This is an optimization exercise on Yosys and OpenROAD, whose aim is a short achievable clock period and few clock cycles, not a production implementation. Only simulation tests tie the RTL to the original design; equivalence was not proved. No activity file was given, so power comes from the tool's default toggle rates.

File: flow/config.mk
export PLATFORM = sky130hd
export DESIGN_NAME = dcache_top
export DESIGN_NICKNAME = dcache_top
export VERILOG_FILES = /design/flow/design.v
export SDC_FILE = /design/flow/constraint.sdc
export NUM_CORES = 4
export LEC_CHECK = 0
export ABC_CLOCK_PERIOD_IN_PS = 2500
export CAP_MARGIN = 20
export CORE_MARGIN = 2
export CORE_UTILIZATION = 30
export PLACE_DENSITY = 0.5
export SETUP_SLACK_MARGIN = 5
export SLEW_MARGIN = 20
export TNS_END_PERCENT = 100
File: flow/constraint.sdc
create_clock -name core_clock -period 8.0 [get_ports {clk}]
set_input_delay 1.6000 -clock core_clock [delete_from_list [all_inputs] [get_ports {clk}]]
set_output_delay 1.6000 -clock core_clock [all_outputs]
set_load 0.01 [all_outputs]
File: flow/design.v
`timescale 1ns/10ps
module dcache_top (
    input  logic        clk,
    input  logic        resetn,
    input  logic        cpu_req_i,
    input  logic        cpu_we_i,
    input  logic [15:0] cpu_adr_i,
    input  logic [31:0] cpu_dat_i,
    input  logic [3:0]  cpu_sel_i,
    output logic        cpu_ack_o,
    output logic [31:0] cpu_dat_o,
    input  logic        mem_ready_i,
    input  logic        mem_wb_ack_i,
    input  logic        mem_rsp_valid_i,
    input  logic        mem_rsp_type_i,
    input  logic [31:0] mem_rsp_data_i,
    output logic        mem_rsp_ack_o,
    output logic        mem_req_valid_o,
    output logic [1:0]  mem_req_type_o,
    output logic [15:0] mem_req_adr_o,
    output logic [31:0] mem_req_data_o
);
    localparam logic [1:0] T_READ  = 2'd0;
    localparam logic [1:0] T_WB    = 2'd1;
    localparam logic [1:0] T_EVICT = 2'd2;
    localparam logic [2:0] J_IDLE  = 3'd0;
    localparam logic [2:0] J_WBREQ = 3'd1;
    localparam logic [2:0] J_BEAT  = 3'd2;
    localparam logic [2:0] J_EVREQ = 3'd3;
    localparam logic [2:0] J_RDREQ = 3'd4;
    localparam logic [2:0] J_RSP   = 3'd5;
    localparam logic [2:0] J_FILL  = 3'd6;
    logic [31:0][7:0]   tag_q;
    logic [31:0]        valid_q;
    logic [31:0]        dirty_q;
    logic [15:0]        ptr_q;
    logic [15:0][1:0]   vi_type_q;
    logic [15:0][7:0]   vi_tag_q;
    logic [31:0][127:0] line_q;
    logic               ack_q;
    logic [31:0]        dat_q;
    logic               r_valid;
    logic               r_we;
    logic               r_lbm;       
    logic [15:0]        r_adr;
    logic [31:0]        r_dat;
    logic [3:0]         r_sel;
    logic [15:0]        r_soh;       
    logic [1:0]         r_hitw;      
    logic               r_emiss;     
    logic               r_vway;      
    logic [1:0]         r_vtype;     
    logic [7:0]         r_vtag;      
    logic [1:0]         r_otype;     
    logic [7:0]         r_otag;
    logic               lb_valid;
    logic [7:0]         lb_tag;
    logic [3:0]         lb_set;
    logic               lb_way;
    logic               lb_isvict;   
    logic [31:0]        lb_loc;      
    logic [3:0][31:0]   lb_dat;
    logic [3:0]         lb_arr;      
    logic [3:0][3:0]    lb_mask;     
    logic [3:0]         lb_cp;       
    logic [2:0]         js;
    logic [1:0]         jcnt;
    logic [11:0]        j_line;      
    logic [11:0]        v_line;      
    logic [3:0][31:0]   wb_buf;      
    logic               m_valid;
    logic [1:0]         m_type;
    logic [11:0]        m_line;
    logic [31:0]        m_data;
    assign cpu_ack_o       = ack_q;
    assign cpu_dat_o       = dat_q;
    assign mem_rsp_ack_o   = 1'b1;
    assign mem_req_valid_o = m_valid;
    assign mem_req_type_o  = m_type;
    assign mem_req_adr_o   = {m_line, 4'b0000};
    assign mem_req_data_o  = m_data;
    logic        capture;
    logic        in_lbm;
    logic        fast_ld;
    logic [15:0] in_soh;
    logic [31:0] in_match;
    logic [1:0]  in_hitw;
    logic        in_ptr;
    logic [1:0]  in_valid, in_dirty;
    logic [7:0]  in_tag0, in_tag1;
    logic [1:0]  in_vtype;
    logic [7:0]  in_vtag;
    logic [1:0]  in_otype;
    logic [7:0]  in_otag;
    assign capture = cpu_req_i && !ack_q && !r_valid;
    assign in_lbm  = lb_valid && (cpu_adr_i[15:4] == {lb_tag, lb_set});
    assign fast_ld = capture && !cpu_we_i && in_lbm && lb_arr[cpu_adr_i[3:2]];
    always_comb begin
        for (int s = 0; s < 16; s++) begin
            in_soh[s] = (cpu_adr_i[7:4] == s);
        end
        for (int l = 0; l < 32; l++) begin
            in_match[l] = valid_q[l] && (tag_q[l] == cpu_adr_i[15:8]);
        end
        in_hitw  = '0;
        in_ptr   = 1'b0;
        in_valid = '0;
        in_dirty = '0;
        in_tag0  = '0;
        in_tag1  = '0;
        for (int s = 0; s < 16; s++) begin
            in_hitw  = in_hitw  | ({2{in_soh[s]}} & in_match[2*s +: 2]);
            in_ptr   = in_ptr   | (in_soh[s] & ptr_q[s]);
            in_valid = in_valid | ({2{in_soh[s]}} & valid_q[2*s +: 2]);
            in_dirty = in_dirty | ({2{in_soh[s]}} & dirty_q[2*s +: 2]);
            in_tag0  = in_tag0  | ({8{in_soh[s]}} & tag_q[2*s]);
            in_tag1  = in_tag1  | ({8{in_soh[s]}} & tag_q[2*s+1]);
        end
        in_vtype = '0;
        in_vtag  = '0;
        for (int s = 0; s < 16; s++) begin
            in_vtype = in_vtype | ({2{in_soh[s]}} & vi_type_q[s]);
            in_vtag  = in_vtag  | ({8{in_soh[s]}} & vi_tag_q[s]);
        end
        in_otype = !in_valid[!in_ptr] ? T_READ : in_dirty[!in_ptr] ? T_WB : T_EVICT;
        in_otag  = in_ptr ? in_tag0 : in_tag1;
    end
    logic [3:0]   r_set;
    logic [1:0]   r_word;
    logic [7:0]   r_tag;
    logic [1:0]   hitw;
    logic [127:0] set_line0, set_line1;
    assign r_set  = r_adr[7:4];
    assign r_word = r_adr[3:2];
    assign r_tag  = r_adr[15:8];
    always_comb begin
        set_line0 = '0;
        set_line1 = '0;
        for (int s = 0; s < 16; s++) begin
            set_line0 = set_line0 | ({128{r_soh[s]}} & line_q[2*s]);
            set_line1 = set_line1 | ({128{r_soh[s]}} & line_q[2*s+1]);
        end
    end
    logic         hit;
    logic         hway;
    logic [127:0] hline;
    logic [31:0]  hword;
    logic         vway;
    logic         victim_lb;
    logic [127:0] vline;
    assign hitw   = r_hitw;
    assign hit    = |hitw;
    assign hway   = hitw[1];
    assign hline  = hway ? set_line1 : set_line0;
    assign hword  = hline[32*r_word +: 32];
    assign vway      = r_vway;
    assign victim_lb = lb_valid && (lb_set == r_set) && (lb_way == vway);
    assign vline     = victim_lb ? lb_dat : (vway ? set_line1 : set_line0);
    logic       busy;
    logic       eng_avail;
    logic       fill_now;
    logic [1:0] fill_word;
    assign busy      = (js != J_IDLE);
    assign eng_avail = (js == J_IDLE) || ((js == J_FILL) && (jcnt == 2'd3));
    assign fill_now  = (js == J_FILL) || ((js == J_RSP) && mem_rsp_valid_i);
    assign fill_word = (js == J_FILL) ? jcnt : 2'd0;
    logic s_lb_st, s_lb_ld, s_hit_ld, s_switch, s_miss, r_done;
    logic launch_cap, launch_stall, launch;
    assign launch_cap   = capture && !in_lbm && !(|in_hitw) && eng_avail;
    assign launch_stall = r_valid && !r_lbm && !hit && !r_emiss && eng_avail;
    assign launch       = launch_cap || launch_stall;
    assign s_lb_st  = r_valid && r_lbm && r_we;
    assign s_lb_ld  = r_valid && r_lbm && !r_we &&
                      (lb_arr[r_word] || (fill_now && (fill_word == r_word)));
    assign s_hit_ld = r_valid && !r_lbm && hit && !r_we;
    assign s_switch = r_valid && !r_lbm && hit && !busy;
    assign s_miss   = r_valid && r_emiss;
    assign r_done   = s_lb_st || s_lb_ld || s_hit_ld || s_switch || (s_miss && r_we);
    logic [31:0] lb_word_fwd;
    always_comb begin
        for (int b = 0; b < 4; b++) begin
            lb_word_fwd[8*b +: 8] = (lb_arr[r_word] || lb_mask[r_word][b]) ?
                                    lb_dat[r_word][8*b +: 8] : mem_rsp_data_i[8*b +: 8];
        end
    end
    always_ff @(posedge clk) begin
        if (!resetn) begin
            ack_q   <= 1'b0;
            r_valid <= 1'b0;
        end else begin
            ack_q   <= fast_ld || (capture && cpu_we_i) || s_lb_ld || s_hit_ld;
            r_valid <= (capture && !fast_ld) || (r_valid && !r_done);
        end
    end
    always_ff @(posedge clk) begin
        if (!r_valid) begin
            r_we    <= cpu_we_i;
            r_adr   <= cpu_adr_i;
            r_dat   <= cpu_dat_i;
            r_sel   <= cpu_sel_i;
            r_lbm   <= in_lbm;
            r_soh   <= in_soh;
            r_hitw  <= in_hitw;
            r_vway  <= in_ptr;
            r_vtype <= in_vtype;
            r_vtag  <= in_vtag;
            r_otype <= in_otype;
            r_otag  <= in_otag;
        end else if (s_miss) begin
            r_lbm   <= 1'b1;
        end
        r_emiss <= launch;
        if (!r_valid) begin
            dat_q <= lb_dat[cpu_adr_i[3:2]];
        end else if (r_lbm) begin
            dat_q <= lb_word_fwd;
        end else begin
            dat_q <= hword;
        end
    end
    logic [3:0][31:0] lb_load;
    always_comb begin
        for (int w = 0; w < 4; w++) begin
            for (int b = 0; b < 4; b++) begin
                lb_load[w][8*b +: 8] = (r_we && (r_word == w) && r_sel[b]) ?
                                       r_dat[8*b +: 8] : hline[32*w + 8*b +: 8];
            end
        end
    end
    always_ff @(posedge clk) begin
        for (int w = 0; w < 4; w++) begin
            for (int b = 0; b < 4; b++) begin
                if (s_switch || s_miss) begin
                    lb_dat[w][8*b +: 8] <= lb_load[w][8*b +: 8];
                end else if (s_lb_st && (r_word == w) && r_sel[b]) begin
                    lb_dat[w][8*b +: 8] <= r_dat[8*b +: 8];
                end else if (fill_now && (fill_word == w) && !lb_mask[w][b]) begin
                    lb_dat[w][8*b +: 8] <= mem_rsp_data_i[8*b +: 8];
                end
            end
        end
        if (s_switch || s_miss) begin
            lb_tag <= r_tag;
            lb_set <= r_set;
            lb_way <= s_miss ? vway : hway;
            for (int l = 0; l < 32; l++) begin
                lb_loc[l] <= r_soh[l/2] && ((l % 2) == (s_miss ? vway : hway));
            end
            lb_isvict <= s_switch && (hway == r_vway);
        end
    end
    always_ff @(posedge clk) begin
        if (!resetn) begin
            lb_valid <= 1'b0;
            lb_cp    <= '0;
            lb_arr   <= '0;
            lb_mask  <= '0;
        end else begin
            lb_cp <= '0;
            if (s_switch) begin
                lb_valid <= 1'b1;
                lb_arr   <= 4'b1111;
                lb_mask  <= '0;
                if (r_we) lb_cp[r_word] <= 1'b1;
            end else if (s_miss) begin
                lb_valid <= 1'b1;
                lb_arr   <= 4'b0000;
                lb_mask  <= '0;
                if (r_we) lb_mask[r_word] <= r_sel;
            end else begin
                if (s_lb_st) begin
                    lb_cp[r_word]   <= 1'b1;
                    lb_mask[r_word] <= lb_mask[r_word] | r_sel;
                end
                if (fill_now) begin
                    lb_cp[fill_word]  <= 1'b1;
                    lb_arr[fill_word] <= 1'b1;
                end
            end
        end
    end
    always_ff @(posedge clk) begin
        for (int l = 0; l < 32; l++) begin
            for (int w = 0; w < 4; w++) begin
                if (lb_cp[w] && lb_loc[l]) begin
                    line_q[l][32*w +: 32] <= lb_dat[w];
                end
            end
        end
    end
    always_ff @(posedge clk) begin
        if (!resetn) begin
            tag_q   <= '0;
            valid_q <= '0;
            dirty_q <= '0;
            ptr_q   <= '0;
        end else begin
            for (int l = 0; l < 32; l++) begin
                if (s_miss && r_soh[l/2] && (vway == (l % 2))) begin
                    tag_q[l]   <= r_tag;
                    valid_q[l] <= 1'b1;
                    dirty_q[l] <= r_we;
                end
                if ((s_switch && r_we && r_soh[l/2] && hitw[l % 2]) || (s_lb_st && lb_loc[l])) begin
                    dirty_q[l] <= 1'b1;
                end
            end
            for (int s = 0; s < 16; s++) begin
                if (s_miss && r_soh[s]) begin
                    ptr_q[s] <= !vway;
                end
            end
        end
    end
    always_ff @(posedge clk) begin
        if (!resetn) begin
            vi_type_q <= '0;
            vi_tag_q  <= '0;
        end else begin
            for (int s = 0; s < 16; s++) begin
                if (s_miss && r_soh[s]) begin
                    vi_type_q[s] <= r_otype;
                    vi_tag_q[s]  <= r_otag;
                end
                if ((s_switch && r_we && (hway == r_vway) && r_soh[s]) ||
                    (s_lb_st && lb_isvict && (lb_loc[2*s] || lb_loc[2*s+1]))) begin
                    vi_type_q[s] <= T_WB;
                end
            end
        end
    end
    logic [1:0]  l_type;
    logic [11:0] l_vline;
    logic [11:0] l_rdline;
    logic [2:0]  js_n;
    logic [1:0]  jcnt_n;
    always_comb begin
        if (!r_valid) begin
            l_type   = in_vtype;
            l_vline  = {in_vtag, cpu_adr_i[7:4]};
            l_rdline = cpu_adr_i[15:4];
        end else begin
            l_type   = r_vtype;
            l_vline  = {r_vtag, r_set};
            l_rdline = r_adr[15:4];
        end
    end
    always_comb begin
        js_n   = js;
        jcnt_n = jcnt;
        if (launch) begin
            js_n = (l_type == T_WB) ? J_WBREQ : (l_type == T_EVICT) ? J_EVREQ : J_RDREQ;
        end else begin
            case (js)
                J_WBREQ: if (mem_ready_i) begin
                    js_n   = J_BEAT;
                    jcnt_n = 2'd0;
                end
                J_BEAT: begin
                    jcnt_n = jcnt + 2'd1;
                    if (jcnt == 2'd3) js_n = J_RDREQ;
                end
                J_EVREQ: if (mem_ready_i) js_n = J_RDREQ;
                J_RDREQ: if (mem_ready_i) js_n = J_RSP;
                J_RSP: if (mem_rsp_valid_i) begin
                    js_n   = J_FILL;
                    jcnt_n = 2'd1;
                end
                J_FILL: begin
                    jcnt_n = jcnt + 2'd1;
                    if (jcnt == 2'd3) js_n = J_IDLE;
                end
                default: js_n = J_IDLE;
            endcase
        end
    end
    always_ff @(posedge clk) begin
        if (!resetn) begin
            js      <= J_IDLE;
            m_valid <= 1'b0;
        end else begin
            js      <= js_n;
            m_valid <= (js_n == J_WBREQ) || (js_n == J_BEAT) || (js_n == J_EVREQ) ||
                       (js_n == J_RDREQ);
        end
    end
    always_ff @(posedge clk) begin
        jcnt <= jcnt_n;
        if (eng_avail) begin
            j_line <= l_rdline;
            v_line <= l_vline;
            m_type <= l_type;
            m_line <= (l_type == T_READ) ? l_rdline : l_vline;
        end else begin
            m_type <= ((js_n == J_WBREQ) || (js_n == J_BEAT)) ? T_WB :
                      (js_n == J_EVREQ) ? T_EVICT : T_READ;
            m_line <= (js_n == J_RDREQ) ? j_line : v_line;
        end
        if (s_miss) begin
            wb_buf <= vline;
            m_data <= vline[31:0];
        end else begin
            m_data <= wb_buf[(js == J_BEAT) ? jcnt + 2'd1 : 2'd0];
        end
    end
endmodule
File: flow/run.sh
#!/bin/bash
# synth_recipe.tcl (not shown) runs the flow's synth.tcl, then flattens the netlist and writes it again
# the make line also repeats each setting of config.mk as NAME=value (left out here)
make -C /OpenROAD-flow-scripts/flow DESIGN_CONFIG=/design/flow/config.mk WORK_HOME=/design/flow/orfs CLKGATE_MAP_FILE= SYNTH_SCRIPT=/design/flow/synth_recipe.tcl finish
==> run summary <==
-- through the flow --
stage	worst slack (ps)	util
final	4480	0.366
after global routing	4620	0.365
after CTS	4610	0.360
after detailed placement	1950	0.322
after global placement	1940	0.321
after floorplan	4130	-
-- flip-flops by register name, indices dropped and copies added, names as in the netlist, 16 cells and up --
register / cells
m_data: 32
lb_mask: 16
vi_tag_q: 128
tag_q: 256
lb_dat: 128
dat_q: 32
r_dat: 32
ptr_q: 16
lb_loc: 32
vi_type_q: 32
r_soh: 16
dirty_q: 32
valid_q: 32
line_q: 4096
wb_buf: 128
-- cell families (layout without fill, tap and decap cells) --
logic type                 after synthesis  after routing
other                                    2            161
AOI/OAI and AO/OA                     3258           3258
DFF                                   5117           5117
adders and majority gates               11             11
and+or+nand+nor                       2790           2792
buffers and inverters                 1101           2195
xor gates and xnor gates               275            275
muxes                                  462            462
-- worst register-to-register path, stage by stage (launching register included) --
cell and delay (ps):
edfxtp_1 490, buf_12 180, buf_4 380, buf_6 480, mux2i_4 830, mux4_2 440
o21ai_4 70, o21ai_4 510
-- cell usage after synthesis, drive strengths merged, types with 20 or more instances --
| cell type | instances | share of area |
|---|---|---|
| edfxtp | 4509 | 0.69 |
| a22oi | 1495 | 0.057 |
| nand2 | 1192 | 0.023 |
| clkbuf | 752 | 0.014 |
| dfxtp | 608 | 0.062 |
| nor2 | 507 | 0.0097 |
| a21oi | 438 | 0.011 |
| a22o | 422 | 0.019 |
| a221oi | 394 | 0.018 |
| nand3 | 392 | 0.0099 |
| nand4 | 263 | 0.0083 |
| xnor2 | 255 | 0.011 |
| o21ai | 244 | 0.0062 |
| mux2i | 214 | 0.011 |
| buf | 195 | 0.0046 |
| and2 | 179 | 0.0057 |
| a222oi | 163 | 0.0083 |
| inv | 152 | 0.0029 |
| mux2 | 146 | 0.0083 |
| mux4 | 102 | 0.012 |
| nor3 | 59 | 0.0015 |
| and3 | 49 | 0.0016 |
| or3 | 42 | 0.0013 |
| o211ai | 36 | 0.0014 |
| nor2b | 35 | 0.0011 |
| nand2b | 23 | 0.00073 |
| a41oi | 21 | 0.00093 |
| xor2 | 20 | 0.00089 |
-- metal layers --
layer  wire length, um  vias up  part of all wire
met2            379000     9719              0.43
met3            109000     1741              0.12
met4             47300       32             0.054
met1            340000    71900              0.39
li1                  -    53300                 -
met5               531        -           0.00061
-- repair_timing --
action | CTS | global route
pin swaps | 212 | 196
setup endpoints to repair | 961 | 684
cloned | 80 | 12
resized for setup | 1530 | 357
endpoints found under the hold margin | 0 | 0
setup buffers | 202 | 90
-- final cells by class --
type | instances | share of cell area
flip-flops and latches | 5117 | 0.615
repair buffers | 1075 | 0.0562
multi-input cells | 6803 | 0.210
inverters | 154 | 0.00266
well taps | 8700 | 0.0453
clock inverters | 252 | 0.00917
clock buffers | 714 | 0.0605
diodes | 156 | 0.00162
-- where the power goes --
part / total, mW / internal, mW / leakage (nW) / switching (mW)
Combinational: 16.0 / 4.90 / 21.9 / 11.1
Sequential: 32.4 / 31.4 / 45.6 / 0.981
Clock: 24.6 / 13.5 / 8.17 / 11.1
-- path summary, 6_finish.rpt --
check | startpoint | to | slack, ps
worst max-delay path | r_hitw[1] | dat_q[6] | 4480
worst min-delay path | vi_tag_q[77] | vi_tag_q[77] | 450
worst max register to register | r_hitw[1] | dat_q[6] | 4480
worst min register to register | vi_tag_q[77] | vi_tag_q[77] | 450
==> key figures <==
Timing
  – Setup Total Neg Slack: 0 ps
  – Max Clock Skew: 92.5 ps
  – Worst hold slack: 452 ps
  – Fin crit share: 0.440
  – Top achievable clock speed: 284 MHz
  – Final hold vios: 0
  – Pin slew with the least headroom to its limit: 1290 ps
  – Unrepaired setup endpoints after global routing: yes
  – Slew Limit Fails: 0
  – Fin crit period: 3520 ps
  – Rel. slew slack: 0.134
  – Final setup vio count: 0

Placed design
  – Port bufs: 167
  – DP HPWL: 458000 um
  – Post-Place Cells: 21.4k
  – GP Congestion: 0.920
  – Area after DPL: 211000 um^2

Synth
  – Cells after synthesis: 13.0k
  – Syn_area_per_cell: 15.2 um^2
  – Largest family of logic cells by synthesized area: compound AO/OA/AOI/OAI gates
  – Synth Area in Adders: 0.000697
  – Simple-gate share of the synthesized area: 0.0648
  – Seq/Total Area, Yosys: 0.747
  – Synth Area in Compound Gates: 0.123
  – Post-synthesis mux area share: 0.0308
  – Synth Cell Area: 198000 um^2
  – Yosys warns: 1
  – Async SR Flop Fraction: 0
  – Commonest register cell after synthesis: edfxtp_1
  – Synth cell types: 71
  – EDFF count, synth: 4509
  – FF+latch count, synth: 5117
  – Synth Area in XOR/XNOR: 0.0122

Global routing
  – Largest net degree at the start of global routing: 188
  – Met1 Use GR: 0.344
  – Met3 usage: 0.0629
  – Vias in the first global route: 125k
  – GRT met2 Usage: 0.372
  – Global-route wire length before repair: 1150000 um
  – Busiest grt layer: met2
  – Gr usage total: 0.250
  – Initial antenna violation count: 107
  – GRT overflow: 0

Critical path
  – Crit path depth: 7
  – Cell mode on critical path: o21ai_4
  – Delay-heaviest family, CP: multiplexers
  – Slowest stage cell, crit path: mux2i_4
  – Worst EP required: 8940 ps
  – CP Class: flop to flop
  – Crit Path Max Fanout: 17
  – CP Cell Sequence: buf_12, buf_4, buf_6, mux2i_4, mux4_2, o21ai_4, o21ai_4
  – Kind of start point of the critical path: flop
  – WP data arrival: 4470 ps
  – CP bufs+invs: 3
  – Slowest stage delay, CP: 750 ps
  – FF-to-FF path depth: 7
  – Crit. End Element: flop

Final layout
  – Final std cell area, no fill: 240000 um^2
  – Nets: 13.8k
  – # fillers: 62.0k
  – Commonest non-fill, non-tap cell in the layout: edfxtp_1
  – Seq. cell area: 148000 um^2
  – Layout area overhead: 21.6%
  – Final non-filler cell total: 23.0k
  – Most frequent cells in the layout: 4509 x edfxtp_1, 1482 x a22oi_1, 1180 x nand2_1
  – Share of cells above drive strength 1: 0.204
  – Area taken by multi-input logic gates: 50500 um^2

Min path
  – Hold/Removal Path Class: flop to flop
  – Hold depth: 2

Routing
  – Detail Route Antenna Nets: 0
  – Pre-Repair DR Iteration Count: 15
  – Via count: 137k
  – Initial DRC Count: 24.5k
  – Vias per inst: 5.95
  – Avg WL per Cell: 38.2 um
  – Post-route DRC: 0
  – Routed WL: 876000 um

Clock network
  – Clock Tree Buf Depth: 4
  – Worst-skew pair later-pin latency: 1150 ps
  – Clock root buffer: clkbuf_16
  – Worst-path clk slew: 60 ps
  – H-Tree Depth: 6
  – Clock sinks: 5117
  – CTS tree: done
  – Cts hold-fix bufs: 0
  – CTS buffer count: 541

Floorplanning
  – Die height: 815 um
  – Die ar.: 665000 um^2
  – Core Region: 657000 um^2
  – Total I/O pin count: 177
  – Cell Rows: 298
  – Die Wd: 815 um
  – Initial core utilization: 0.301

Power and ir drop
  – Max VDD drop: 0.000258 V
  – Power, Total: 73.0 mW
  – Pwr Density: 304 nW/um^2
  – LEAKAGE: 75.7 nW

Status
  – Status: timing/DRC/antenna clean

Job
  – Max-cap violations: 0
Testbench counts, summed over its fixed seeds: cycles 75,400.

[separate check: timing with driven ports]
Ports are ideal in the flow. The routed layout listed here was re-timed in OpenROAD.
Step 1, drivers: a clkbuf_16 drives clk and a buf_2 each remaining input, both assumed.
Step 2 adds t to the input delays and takes it off the output delays; t is the mean of the earliest and latest rising clock arrival at the registers after step 1. Input paths then give back, and output paths get back, about the clock's delay inside the block.
a / b / c = ideal / step 1 / step 2; a / b = the first two.
t, ns: 1.228
slack for setup (ns): 4.478 / 4.466 / 3.628
worst slew at a driven data input, ns: 0.52
After both steps setup and hold are still met in this run. The setup slack of this run moves by -0.012 ns with the drivers and by -0.850 ns with both steps.
